Source: an optimization exercise on an open RTL-to-GDS flow (aim: small area). Production flows keep margins and buffers that such runs may drop. RTL that was checked went through simulation tests only; none was proved equivalent to the original. The RTL of run 1 was laid out without a check of its function. Power is estimated from default activity; no workload was simulated.

File: flow/flow/run.sh
#!/bin/bash
# The standard layout (standard.sh, unchanged synthesis), with these changes:
# the port buffers are the smallest buffer cell, clock tree synthesis uses no
# dummy loads, and power recovery (downsizing of gates off the critical paths)
# runs after global routing.
set -euo pipefail
export BUFFER_PORTS_ARGS="-buffer_cell sky130_fd_sc_hd__buf_1"
export CTS_ARGS="-sink_clustering_enable -repair_clock_nets -dont_use_dummy_load -sink_clustering_size 12 -sink_clustering_max_diameter 40 -buf_list sky130_fd_sc_hd__clkbuf_4"
export RECOVER_POWER=100
export GPL_KEEP_OVERFLOW=0
bash standard.sh > standard.log 2>&1
File: flow/standard.sh
#!/bin/bash
# synth_recipe.tcl (not shown) runs the flow's synth.tcl, then flattens the netlist and writes it again
# the make line also repeats each setting of config.mk as NAME=value (left out here)
make -C /OpenROAD-flow-scripts/flow DESIGN_CONFIG=/design/flow/config.mk WORK_HOME=/design/flow/orfs CLKGATE_MAP_FILE= SYNTH_SCRIPT=/design/flow/synth_recipe.tcl "${@:-finish}"
File: flow/config.mk
export PLATFORM = sky130hd
export DESIGN_NAME = stackCalculator
export DESIGN_NICKNAME = stackCalculator
export VERILOG_FILES = /design/flow/design.v
export SDC_FILE = /design/flow/constraint.sdc
export NUM_CORES = 4
export LEC_CHECK = 0
export CAP_MARGIN = 20
export CORE_MARGIN = 2
export CORE_UTILIZATION = 60
export PLACE_DENSITY = 0.7
export SLEW_MARGIN = 20
File: flow/constraint.sdc
create_clock -name core_clock -period 6.0 [get_ports {CLK}]
set_input_delay 1.2000 -clock core_clock [delete_from_list [all_inputs] [get_ports {CLK}]]
set_output_delay 1.2000 -clock core_clock [all_outputs]
set_load 0.01 [all_outputs]
File: flow/design.v
`default_nettype none
package stackPkg;
    localparam int DEFAULT_ADDR_WIDTH = 7;    
    localparam int DATA_WIDTH = 8;
    typedef logic [DATA_WIDTH-1:0] dataWord;
endpackage
`default_nettype wire
`default_nettype none
package commandPkg;
    typedef logic [3:0] buttonCode;
    typedef enum logic [2:0] {
        cmdNone,
        cmdPush,      
        cmdPop,       
        cmdAdd,       
        cmdSub,       
        cmdTop,       
        cmdIncAddr,   
        cmdDecAddr    
    } calcCommand;
    localparam buttonCode BTN_RELEASED = 4'b0000;   
    localparam buttonCode BTN_CLEAR    = 4'b1010;   
    localparam buttonCode BTN_PUSH     = 4'b0001;
    localparam buttonCode BTN_POP      = 4'b0010;
    localparam buttonCode BTN_ADD      = 4'b0101;
    localparam buttonCode BTN_SUB      = 4'b0110;
    localparam buttonCode BTN_TOP      = 4'b1001;
    localparam buttonCode BTN_DEC_ADDR = 4'b1110;
    localparam buttonCode BTN_INC_ADDR = 4'b1101;
    typedef enum logic [3:0] {
        stIdle,
        stPushWrite,       
        stReadFirst,       
        stCaptureFirst,    
        stClearFirst,      
        stReadSecond,      
        stCaptureSecond,   
        stWriteResult,     
        stPopWrite         
    } seqState;
endpackage
`default_nettype wire
`default_nettype none
module stackMemory
(
    input  wire logic         CLK,
    input  wire logic [7:0]   tapWe,      
    input  wire logic [7:0]   wrData,     
    output logic [7:0][7:0]   tapRd       
);
    logic [7:0][15:0][7:0] ring;
    logic [7:0][15:0][7:0] ringNext;
    always_comb
    begin
        for (int r = 0; r < 8; r++)
        begin
            tapRd[r]       = ring[r][15];
            ringNext[r][0] = tapWe[r] ? wrData : ring[r][15];
            for (int s = 1; s < 16; s++)
                ringNext[r][s] = ring[r][s - 1];
        end
    end
    always_ff @(posedge CLK)
    begin
        ring <= ringNext;
    end
endmodule
`default_nettype wire
`default_nettype none
import stackPkg::*;
import commandPkg::*;
module stackCalculator
(
    input  wire logic      CLK,
    input  wire logic      rst,
    input  commandPkg::buttonCode      buttons,
    input  stackPkg::dataWord        switches,
    output logic [7:0]     leds,
    output stackPkg::dataWord        displayValue
);
    localparam logic [1:0] K_PUSH = 2'd0;    
    localparam logic [1:0] K_SHOW = 2'd1;    
    localparam logic [1:0] K_ADD  = 2'd2;    
    localparam logic [1:0] K_SUB  = 2'd3;    
    logic [3:0] phase;         
    logic       armed;
    logic [6:0] top;           
    logic [6:0] da;
    stackPkg::dataWord dv;     
    logic       pendZ;         
    logic       pendD;         
    logic       sFirst;        
    logic [1:0] kind;
    logic isPush, isPop, isAdd, isSub, isTop, isInc, isDec, isClear, isCmd, fire;
    assign isPush  = (buttons == BTN_PUSH);
    assign isPop   = (buttons == BTN_POP);
    assign isAdd   = (buttons == BTN_ADD);
    assign isSub   = (buttons == BTN_SUB);
    assign isTop   = (buttons == BTN_TOP);
    assign isInc   = (buttons == BTN_INC_ADDR);
    assign isDec   = (buttons == BTN_DEC_ADDR);
    assign isClear = (buttons == BTN_CLEAR);
    assign isCmd   = isPush | isPop | isAdd | isSub | isTop | isInc | isDec;
    assign fire    = armed & isCmd;
    logic empty, canCombine;
    assign empty      = (top == 7'd0);
    assign canCombine = (top != 7'd0) && (top != 7'h7F);
    logic [6:0] step;
    assign step = ((isInc || isDec) ? da : top) + ((isPush || isDec) ? 7'h7F : 7'd1);
    logic [3:0] phaseNext, topLoP1, daLoP1;
    assign phaseNext = phase + 4'd1;
    assign topLoP1   = top[3:0] + 4'd1;
    assign daLoP1    = da[3:0] + 4'd1;
    logic gM1, g0, gP1, hM1, h0, hP1;
    assign gM1 = (phaseNext == top[3:0]);      
    assign g0  = (phase == top[3:0]);          
    assign gP1 = (phase == topLoP1);           
    assign hM1 = (phaseNext == da[3:0]);       
    assign h0  = (phase == da[3:0]);           
    assign hP1 = (phase == daLoP1);            
    logic [2:0] tapF, tapE;
    always_comb
    begin
        tapF = top[6:4];
        if (gM1 && top[3:0] == 4'h0)
            tapF = top[6:4] - 3'd1;
        else if (gP1 && top[3:0] == 4'hF)
            tapF = top[6:4] + 3'd1;
        tapE = da[6:4];
        if (hM1 && da[3:0] == 4'h0)
            tapE = da[6:4] - 3'd1;
        else if (hP1 && da[3:0] == 4'hF)
            tapE = da[6:4] + 3'd1;
    end
    logic       useE;
    logic [2:0] tap;
    logic [7:0][7:0] tapRd;
    stackPkg::dataWord rd;
    assign tap = useE ? tapE : tapF;
    assign rd  = tapRd[tap];
    logic isSubK;
    stackPkg::dataWord sum, result;
    assign isSubK = (kind == K_SUB);
    assign sum    = rd + (dv ^ {8{isSubK}}) + {7'd0, isSubK && !sFirst};  
    assign result = (isSubK && sFirst) ? ~sum : sum;                    
    logic [6:0] topN, daN;
    logic       pendZN, pendDN, sFirstN, armedN;
    logic [1:0] kindN;
    stackPkg::dataWord dvN;
    logic       we;
    logic       wrZero;
    stackPkg::dataWord wrData;
    always_comb
    begin
        topN    = top;
        daN     = da;
        pendZN  = pendZ;
        pendDN  = pendD;
        sFirstN = sFirst;
        kindN   = kind;
        dvN     = dv;
        armedN  = armed;
        we      = 1'b0;
        wrZero  = 1'b0;
        useE    = 1'b0;
        if (buttons == BTN_RELEASED)
            armedN = 1'b1;
        else if (isCmd)
            armedN = 1'b0;
        if (fire)
        begin
            pendZN  = 1'b0;
            pendDN  = 1'b0;
            sFirstN = 1'b0;
            useE    = isInc || isDec;
            if (isPush)
            begin
                topN   = step;
                daN    = step;
                dvN    = switches;
                kindN  = K_PUSH;
                we     = gM1;
                pendDN = !gM1;
            end
            else if ((isPop && !empty) || ((isAdd || isSub) && canCombine))
            begin
                topN   = step;
                daN    = step;
                kindN  = isAdd ? K_ADD : (isSub ? K_SUB : K_SHOW);
                we     = g0;
                wrZero = 1'b1;
                pendZN = !g0;
                pendDN = !gP1;
                if (g0 && !isPop)
                    dvN = rd;                            
                if (gP1)
                begin
                    if (isPop)
                        dvN = rd;
                    else
                    begin
                        dvN     = rd;                    
                        sFirstN = 1'b1;
                        pendDN  = 1'b1;
                    end
                end
            end
            else if (isTop)
            begin
                daN    = top;
                kindN  = K_SHOW;
                pendDN = !g0;
                if (g0)
                    dvN = rd;
            end
            else if (isInc || isDec)
            begin
                daN    = step;
                kindN  = K_SHOW;
                pendDN = !(isInc ? hP1 : hM1);
                if (isInc ? hP1 : hM1)
                    dvN = rd;
            end
        end
        else if (pendZ && hM1)
        begin
            useE   = 1'b1;
            we     = 1'b1;
            wrZero = 1'b1;
            pendZN = 1'b0;
            if (kind[1])
                dvN = sFirst ? result : rd;
        end
        else if (pendD && h0)
        begin
            useE = 1'b1;
            case (kind)
                K_PUSH:
                begin
                    we     = 1'b1;
                    pendDN = 1'b0;
                end
                K_SHOW:
                begin
                    dvN    = rd;
                    pendDN = 1'b0;
                end
                default:
                begin
                    we     = 1'b1;
                    pendDN = 1'b0;
                    if (!sFirst)
                        dvN = result;
                end
            endcase
        end
        if (isClear)
        begin
            topN = '0;
            daN  = '0;
            dvN  = '0;
        end
        if (rst)
        begin
            armedN = 1'b1;
            topN   = '0;
            daN    = '0;
            dvN    = '0;
            pendZN = 1'b0;
            pendDN = 1'b0;
        end
    end
    assign wrData = wrZero ? '0 : dvN;
    logic [7:0] tapWe;
    always_comb
    begin
        tapWe = '0;
        tapWe[tap] = we;
    end
    stackMemory i_stackMemory (
        .CLK    (CLK),
        .tapWe  (tapWe),
        .wrData (wrData),
        .tapRd  (tapRd)
    );
    always_ff @(posedge CLK)
    begin
        phase  <= phaseNext;
        armed  <= armedN;
        top    <= topN;
        da     <= daN;
        dv     <= dvN;
        pendZ  <= pendZN;
        pendD  <= pendDN;
        sFirst <= sFirstN;
        kind   <= kindN;
    end
    assign leds         = {empty, da};
    assign displayValue = dv;
endmodule
`default_nettype wire
==> results.sh, run 1 <==
export IMPL_synthCells=1786
export IMPL_swShare=0.213
export IMPL_finalCriticalPeriod_ps=5690
export IMPL_met2_usage=0.303
export IMPL_worstSkewPairLatency_ps=870
export IMPL_die_h_um=212
export IMPL_seqCellArea_um2=21200
export IMPL_yosys_warnings=2
export IMPL_ios=30
export IMPL_relSlewSlack=0.138
export IMPL_syn_avg_cell_area_um2=14.5
export IMPL_dieArea_um2=44800
export IMPL_synth_area_um2=25900
export IMPL_crit_path_start_kind="input port"
export IMPL_drive_gt1_frac=0.100
export IMPL_core_area_um2=42800
export IMPL_drc=0
export IMPL_endpoint_kind="flop"
export IMPL_start_util=0.604
export IMPL_power_frac_seq=0.697
export IMPL_critPathBufInv=4
export IMPL_arrival_ps=6440
export IMPL_leakagePower_nw=10.7
export IMPL_drtAntennaViolNets=0
export IMPL_finalSetupViolCount=0
export IMPL_period_share=0.948
export IMPL_n_fill_cell=3186
export IMPL_slowest_stage="fa_1"
export IMPL_grt_busiest_layer="met2"
export IMPL_rsz0062_at_grt="no"
export IMPL_drt_initial_drc_count=694
export IMPL_cp_top_family="compound AO/OA/AOI/OAI gates"
export IMPL_critPathMaxStageDelay_ps=400
export IMPL_clk_path_buf_depth=3
export IMPL_synth_cell_types=88
export IMPL_clk_pin_slew_ps=110
export IMPL_fin_skew_ps=94.9
export IMPL_p_comb_frac=0.041
export IMPL_area_delta_synth_final_pct=6.72
export IMPL_placedCellCount=2320
export IMPL_overflow=0
export IMPL_grt_max_degree=31
export IMPL_synth_nets=1826
export IMPL_layout_common_cells="dfxtp_1, nand2_1, clkbuf_4"
export IMPL_routed_wl_um=44100
export IMPL_hpwl_um=29600
export IMPL_ys_seq_elements=1056
export IMPL_internal_power_w=0.00809
export IMPL_firstDrtPassIters=7
export IMPL_avgViaCountPerCell=5.04
export IMPL_ctsHtreeMaxLevel=3
export IMPL_status="no timing/DRC/antenna violations"
export IMPL_fp_row_count=76
export IMPL_ctsHoldBuffers=0
export IMPL_power_density_nw_per_um2=373
export IMPL_grt_pass1_vias=12100
export IMPL_ys_async_sr_fraction=0
export IMPL_required_ps=6750
export IMPL_max_cap_violations=0
export IMPL_root_buffer="clkbuf_4"
export IMPL_critPathKind="input port to flop"
export IMPL_grt_use_met3=0.0521
export IMPL_met1_usage=0.282
export IMPL_fmax_mhz=176
export IMPL_yosysSeqAreaShare=0.819
export IMPL_antenna_found_initial=6
export IMPL_slew_violations=0
export IMPL_holdWs_ps=233
export IMPL_dp_slack_ps=-1960
export IMPL_fin_ws_ps=310
export IMPL_multi_input_area_um2=4500
export IMPL_final_common_cell="dfxtp_1"
export IMPL_cts_tree="built"
export IMPL_synth_edff_count=3
export IMPL_die_w_um=212
export IMPL_cts_buffers=108
export IMPL_grt_usage=0.203
export IMPL_dominantRegCellSynth="dfxtp_1"
export IMPL_p_clk_frac=0.262
export IMPL_cts_sinks=1056
export IMPL_irDropWorstVdd_mv=0.267
export IMPL_tns_ps=0
export IMPL_layout_nets=1939
export IMPL_cp_max_fo=12
export IMPL_hp_class="flop to flop"
export IMPL_switching_power_w=0.00219
export IMPL_worst_slew_pin_slew_ps=1290
export IMPL_gp_congestion=0.913
export IMPL_grt_pass1_wl_um=67200
export IMPL_portBuffers=29
export IMPL_fin_cells=2447
export IMPL_total_power_w=0.0103
export IMPL_finalHoldViolCount=0
export IMPL_routedWlPerCell_um=18.0
export IMPL_vias=12300
==> through the flow <==
step | instance area (um^2) | util
2_1_floorplan | 25900 | -
3_3_place_gp | 26400 | 0.618
3_5_place_dp | 26500 | 0.619
4_1_cts | 27400 | 0.641
5_1_grt | 27600 | 0.645
6_report | 27600 | 0.645
==> area by class of cell <==
class                           instances  share of cell area
Antenna cell                            4            0.000363
Clock buffer                          108              0.0294
Inverter                               28             0.00394
Multi-Input combinational cell        658               0.163
Sequential cell                      1056               0.767
Tap cell                              546              0.0248
Timing Repair Buffer                   47              0.0111
==> synthesized netlist by cell type, types with 4 or more instances <==
master    count  area share
dfxtp_1    1053        0.82
nand2_1     129       0.019
nand3_1      62       0.012
o21ai_0      49      0.0095
o21ai_1      49      0.0095
nor2_1       46      0.0067
a21oi_1      36      0.0070
xnor2_1      33       0.011
mux2i_1      26       0.010
inv_1        25      0.0036
clkbuf_1     24      0.0035
ha_1         23       0.011
xor2_1       17      0.0058
buf_2        14      0.0027
mux2_1       11      0.0048
nand2b_1     10      0.0024
nor3_1       10      0.0019
o22ai_1      10      0.0024
a211oi_1      9      0.0026
and3_1        7      0.0017
o31ai_2       7      0.0034
and2_1        6      0.0015
buf_4         5      0.0015
nor2b_1       5      0.0012
or3_1         5      0.0012
a21o_1        4      0.0012
a31oi_1       4     0.00097
o211ai_1      4      0.0012
==> layer usage <==
metal  wire [um]  vias up
met4        1390        2
met5          16        -
li1            -     6107
met2       18900      316
met1       21400     5810
met3        2380       88
==> power groups by stage <==
stage                     sequential [W]  combinational, W  clock, W
after detailed placement         0.00733          0.000380         0
after global routing             0.00718          0.000452   0.00310
after global placement           0.00733          0.000375         0
final                            0.00717          0.000418   0.00270
after CTS                        0.00717          0.000391   0.00283
after floorplan                  0.00730          0.000284         0
==> sequential cells by signal (all words and copies together), names as in the netlist <==
register,flops
pendD,1
top,7
i_stackMemory.ring,1024
pendZ,1
phase,4
da,7
dv,8
sFirst,1
armed,1
kind,2
==> repair_timing <==
item / 4_1_cts / 5_1_grt
gates cloned: 1 / 0
buffers inserted: 7 / 7
pin swaps: 1 / 7
setup endpoints to repair: 71 / 45
resized for setup: 7 / 22
==> final timing paths <==
path	startpoint	to	slack (ps)	cells past startpoint
worst max-delay path	buttons[3]	i_stackMemory.ring[262]$_DFF_P_	310	25
worst min-delay path	i_stackMemory.ring[19]$_DFF_P_	i_stackMemory.ring[27]$_DFF_P_	230	0
worst max register to register	top[0]$_SDFFE_PP0P_	i_stackMemory.ring[7]$_DFF_P_	350	23
worst min register to register	i_stackMemory.ring[19]$_DFF_P_	i_stackMemory.ring[27]$_DFF_P_	230	0
==> cell families after synthesis <==
group,count (synthesis),synth area share
buffers and inverters,73,0.0123
AND/OR/NAND/NOR,308,0.0563
multiplexers,41,0.0170
flip-flops,1056,0.819
AO/OA/AOI/OAI,227,0.0619
adder cells (fa/ha/maj),26,0.0135
XOR/XNOR,55,0.0203
==> run 2, diff against run 1 <==
--- a/flow/design.v
+++ b/flow/design.v
@@ -143,4 +143,4 @@
     assign isSubK = (kind == K_SUB);
-    assign sum    = rd + (dv ^ {8{isSubK}}) + {7'd0, isSubK && !sFirst};  
-    assign result = (isSubK && sFirst) ? ~sum : sum;                    
+    assign sum    = rd + dv + {7'd0, isSubK && !sFirst};     
+    assign result = (isSubK && sFirst) ? ~sum : sum;         
     logic [6:0] topN, daN;
@@ -194,3 +194,3 @@
                 if (g0 && !isPop)
-                    dvN = rd;                            
+                    dvN = isSub ? ~rd : rd;              
                 if (gP1)
@@ -201,3 +201,3 @@
                     begin
-                        dvN     = rd;                    
+                        dvN     = isSub ? ~rd : rd;      
                         sFirstN = 1'b1;
@@ -231,3 +231,3 @@
             if (kind[1])
-                dvN = sFirst ? result : rd;
+                dvN = sFirst ? result : (isSubK ? ~rd : rd);
         end
@@ -240,3 +240,3 @@
                     we     = 1'b1;
-                    pendDN = 1'b0;
+                        pendDN = 1'b0;
                 end
==> flow/flow/run.sh (replaced) <==
#!/bin/bash
# The standard layout (standard.sh, with its synthesis unchanged) plus a
# few settings, passed to ORFS through the environment:
#  - port buffers use the smallest buffer cell (every port still gets one);
#  - clock tree synthesis builds sink clusters of at most 12 flip-flops,
#    40 um across, driven by clkbuf_4, and adds no dummy loads;
#  - timing-driven global placement does not keep the buffers it tries out;
#  - power recovery (downsizing gates off the critical paths) runs after
#    global routing.
# All tool output goes to standard.log here and to ORFS's logs under orfs/.
set -euo pipefail
export BUFFER_PORTS_ARGS="-buffer_cell sky130_fd_sc_hd__buf_1"
export CTS_ARGS="-sink_clustering_enable -repair_clock_nets -dont_use_dummy_load -sink_clustering_size 12 -sink_clustering_max_diameter 40 -buf_list sky130_fd_sc_hd__clkbuf_4"
export GPL_KEEP_OVERFLOW=0
export RECOVER_POWER=100
bash standard.sh > standard.log 2>&1
==> run 2 against run 1 <==
  * Cell count shrank 4.1%
  * Utilization grew 0.67 points
  * Via count shrank 5.0%
  * Setup slack gained 38 ps
  * Highest routed layer is now met4
  * Maximum frequency grew 0.67%
  * Synthesized cell count shrank 5.9%
  * Critical path depth shrank 4
  * Register-to-register slack is essentially flat
  * Hold slack gained 47 ps
  * Wire length shrank 6.5%
==> results.sh, run 2 <==
export IMPL_status="no timing/DRC/antenna violations"
export IMPL_routedWlPerCell_um=17.6
export IMPL_syn_avg_cell_area_um2=15.3
export IMPL_synth_nets=1721
export IMPL_arrival_ps=6430
export IMPL_slowest_stage="or3b_2"
export IMPL_drtAntennaViolNets=0
export IMPL_critPathMaxStageDelay_ps=510
export IMPL_relSlewSlack=0.268
export IMPL_area_delta_synth_final_pct=6.75
export IMPL_max_cap_violations=0
export IMPL_clk_pin_slew_ps=110
export IMPL_switching_power_w=0.00207
export IMPL_grt_max_degree=24
export IMPL_synth_edff_count=3
export IMPL_clk_path_buf_depth=3
export IMPL_rsz0062_at_grt="no"
export IMPL_tns_ps=0
export IMPL_critPathKind="input port to flop"
export IMPL_worst_slew_pin_slew_ps=1090
export IMPL_irDropWorstVdd_mv=0.245
export IMPL_largest_registers="i_stackMemory.ring (1024), dv (8)"
export IMPL_dp_slack_ps=-1390
export IMPL_leakagePower_nw=10.9
export IMPL_synth_common_cells="dfxtp_1, mux2_2, nand2_1, nor2_1, mux2i_1"
export IMPL_drc=0
export IMPL_final_common_cell="dfxtp_1"
export IMPL_ys_seq_elements=1056
export IMPL_drt_initial_drc_count=718
export IMPL_hp_class="flop to flop"
export IMPL_p_clk_frac=0.264
export IMPL_finalHoldViolCount=0
export IMPL_fin_skew_ps=98.0
export IMPL_swShare=0.206
export IMPL_layout_nets=1846
export IMPL_firstDrtPassIters=5
export IMPL_gp_congestion=0.879
export IMPL_ctsHtreeMaxLevel=3
export IMPL_crit_path_start_kind="input port"
export IMPL_antenna_found_initial=2
export IMPL_die_h_um=211
export IMPL_dominantRegCellSynth="dfxtp_1"
export IMPL_grt_pass1_vias=11800
export IMPL_fp_row_count=75
export IMPL_overflow=0
export IMPL_slew_violations=0
export IMPL_die_w_um=211
export IMPL_ctsHoldBuffers=0
export IMPL_required_ps=6780
export IMPL_hpwl_um=26700
export IMPL_synth_area_um2=25700
export IMPL_synthDominantCellAreaShare=0.822
export IMPL_portBuffers=29
export IMPL_top_register="i_stackMemory.ring"
export IMPL_finalCriticalPeriod_ps=5650
export IMPL_synth_area_leaders="dfxtp_1, mux2_2, mux2i_1, ha_1, xnor2_1"
export IMPL_yosysSeqAreaShare=0.825
export IMPL_routed_wl_um=41300
export IMPL_fin_util=0.652
export IMPL_r2r_slack_ps=360
export IMPL_endpoint_kind="flop"
export IMPL_synth_cell_types=84
export IMPL_start_util=0.610
export IMPL_core_area_um2=42000
export IMPL_fmax_mhz=177
export IMPL_avgViaCountPerCell=4.99
export IMPL_yosys_warnings=2
export IMPL_cp_cell_sequence="buf_1, nor2b_1, a21oi_1, nand2b_2, clkinvlp_4, o211ai_4, buf_4, or3b_2, nand2_8, mux2_2, ha_1, nor2b_1, o21ai_1, a21boi_0, nor2_1, nor3_1, o21ai_0, o21ai_0, a221oi_2, nor3b_2, mux2_2"
export IMPL_cts_tree="built"
export IMPL_largest_reg_flops=1024
export IMPL_synth_most_common_cell="dfxtp_1"
export IMPL_power_density_nw_per_um2=368
export IMPL_synthCells=1681
export IMPL_cp_max_fo=23
export IMPL_internal_power_w=0.00800
export IMPL_grt_usage=0.193
export IMPL_cts_sinks=1056
export IMPL_ios=30
export IMPL_ys_async_sr_fraction=0
export IMPL_drive_gt1_frac=0.126
export IMPL_vias=11700
export IMPL_finalSetupViolCount=0
export IMPL_dieArea_um2=44400
export IMPL_root_buffer="clkbuf_4"
export IMPL_period_share=0.942
export IMPL_power_frac_seq=0.709
export IMPL_fin_ws_ps=348
export IMPL_worstSkewPairLatency_ps=860
export IMPL_layout_common_cells="dfxtp_1, clkbuf_4, nand2_1"
export IMPL_p_comb_frac=0.027
export IMPL_cts_buffers=104
export IMPL_yosysTopAreaCell="dfxtp_1"
export IMPL_grt_pass1_wl_um=64000
run 2: changes by cell type after synthesis, sizes merged, moves of 7 or more:
| cell | change |
|---|---|
| o22ai | -10 |
| and3 | -7 |
| o21ai | -52 |
| nor2 | +17 |
| nand2 | -65 |
| clkbuf | -8 |
| mux2i | +22 |
| nand3 | -50 |
| mux2 | +52 |
| nor3 | +7 |
run 2: routing by layer:
metal	up-vias	GRT usage	routed length [um]
met1	5566	0.266	19900
met4	0	0.0898	1420
met2	272	0.289	17700
li1	5778	-	-
met3	94	0.0479	2260
met5	-	0	0
run 2: kinds of logic (layout without fill, tap and decap cells):
| logic type | Yosys count | count (layout) | synth area share |
|---|---|---|---|
| AND/OR/NAND/NOR | 215 | 215 | 0.0414 |
| XOR/XNOR | 47 | 47 | 0.0166 |
| buffers and inverters | 63 | 185 | 0.0107 |
| multiplexers | 117 | 118 | 0.0510 |
| adder cells (fa/ha/maj) | 26 | 26 | 0.0136 |
| AO/OA/AOI/OAI | 157 | 157 | 0.0417 |
| flip-flops | 1056 | 1056 | 0.825 |
| other | 0 | 3 | 0 |
run 2: power groups by stage:
stage	Combinational, W	Sequential, W	Clock, W
floorplan	0.000188	0.00728	0
global placement	0.000251	0.00730	0
detailed placement	0.000254	0.00730	0
CTS	0.000265	0.00714	0.00279
global route	0.000298	0.00715	0.00306
finish	0.000272	0.00714	0.00266
run 2: worst max-delay path, delay by kind of cell:
kind / cells / cell delay [ps]
compound gates: 7 / 1360
mux: 2 / 690
fa+ha+maj: 1 / 280
simple gates: 8 / 2300
buf+inv: 3 / 590
run 2: repair_timing:
item	CTS	global route
gates cloned	1	0
setup endpoints to repair	61	43
hold endpoints to repair	0	0
gates resized for setup	10	18
pin swaps	1	6
buffers inserted	8	12
run 2: area by class of cell:
cell class / count / area, um^2
Fill cell: 3039 / 14600
Timing Repair Buffer: 50 / 284
Inverter: 31 / 120
Antenna cell: 3 / 7.51
Multi-Input combinational cell: 563 / 4350
Tap cell: 539 / 674
Sequential cell: 1056 / 21200
Clock buffer: 104 / 781
run 2: final timing paths:
check / from / end / cells after the start
hold / removal: i_stackMemory.ring[746]$_DFF_P_ / i_stackMemory.ring[754]$_DFF_P_ / 0
hold reg to reg: i_stackMemory.ring[746]$_DFF_P_ / i_stackMemory.ring[754]$_DFF_P_ / 0
setup / recovery: buttons[1] / i_stackMemory.ring[387]$_DFF_P_ / 21
setup reg to reg: phase[0]$_DFF_P_ / i_stackMemory.ring[387]$_DFF_P_ / 22
run 2: per-stage QoR:
step,power [W],area (um^2),hold slack (ps),instances
detailed placement,0.00755,26300,312,2218
CTS,0.0102,27300,285,2331
floorplan,0.00747,25700,310,1681
global route,0.0105,27400,279,2345
global placement,0.00755,26300,309,2217
finish,0.0101,27400,280,2346

-- static timing again, ports no longer ideal --
The flow's constraints put no driver on any port. The routed layouts listed below were extracted and timed again, unchanged, in two steps. Step 1 assumes that a clkbuf_16 drives the clock port and a buf_2 every other input. Step 2 also shifts input and output timing later by t, the mid clock arrival at the registers, as if the neighbouring blocks saw the same clock. a / b / c = ideal ports / drivers / drivers and shift; a / b = the first two.
| run | shift t [ns] | setup slack, ns | latest minus earliest clock arrival (ns) | worst register clock-pin slew, ns | pins driven straight from the clock port |
|---|---|---|---|---|---|
| run 1 | 0.873 | 0.310 / 0.314 / -0.560 | 0.095 / 0.095 | 0.12 / 0.12 | 1 |
| run 2 | 0.858 | 0.348 / 0.355 / -0.490 | 0.100 / 0.100 | 0.12 / 0.12 | 1 |
Met with ideal ports but missed after step 2: setup timing in run 1 and run 2. The setup slack of run 1, which loses most, moves by +0.004 ns with the drivers and by -0.870 ns with both steps.
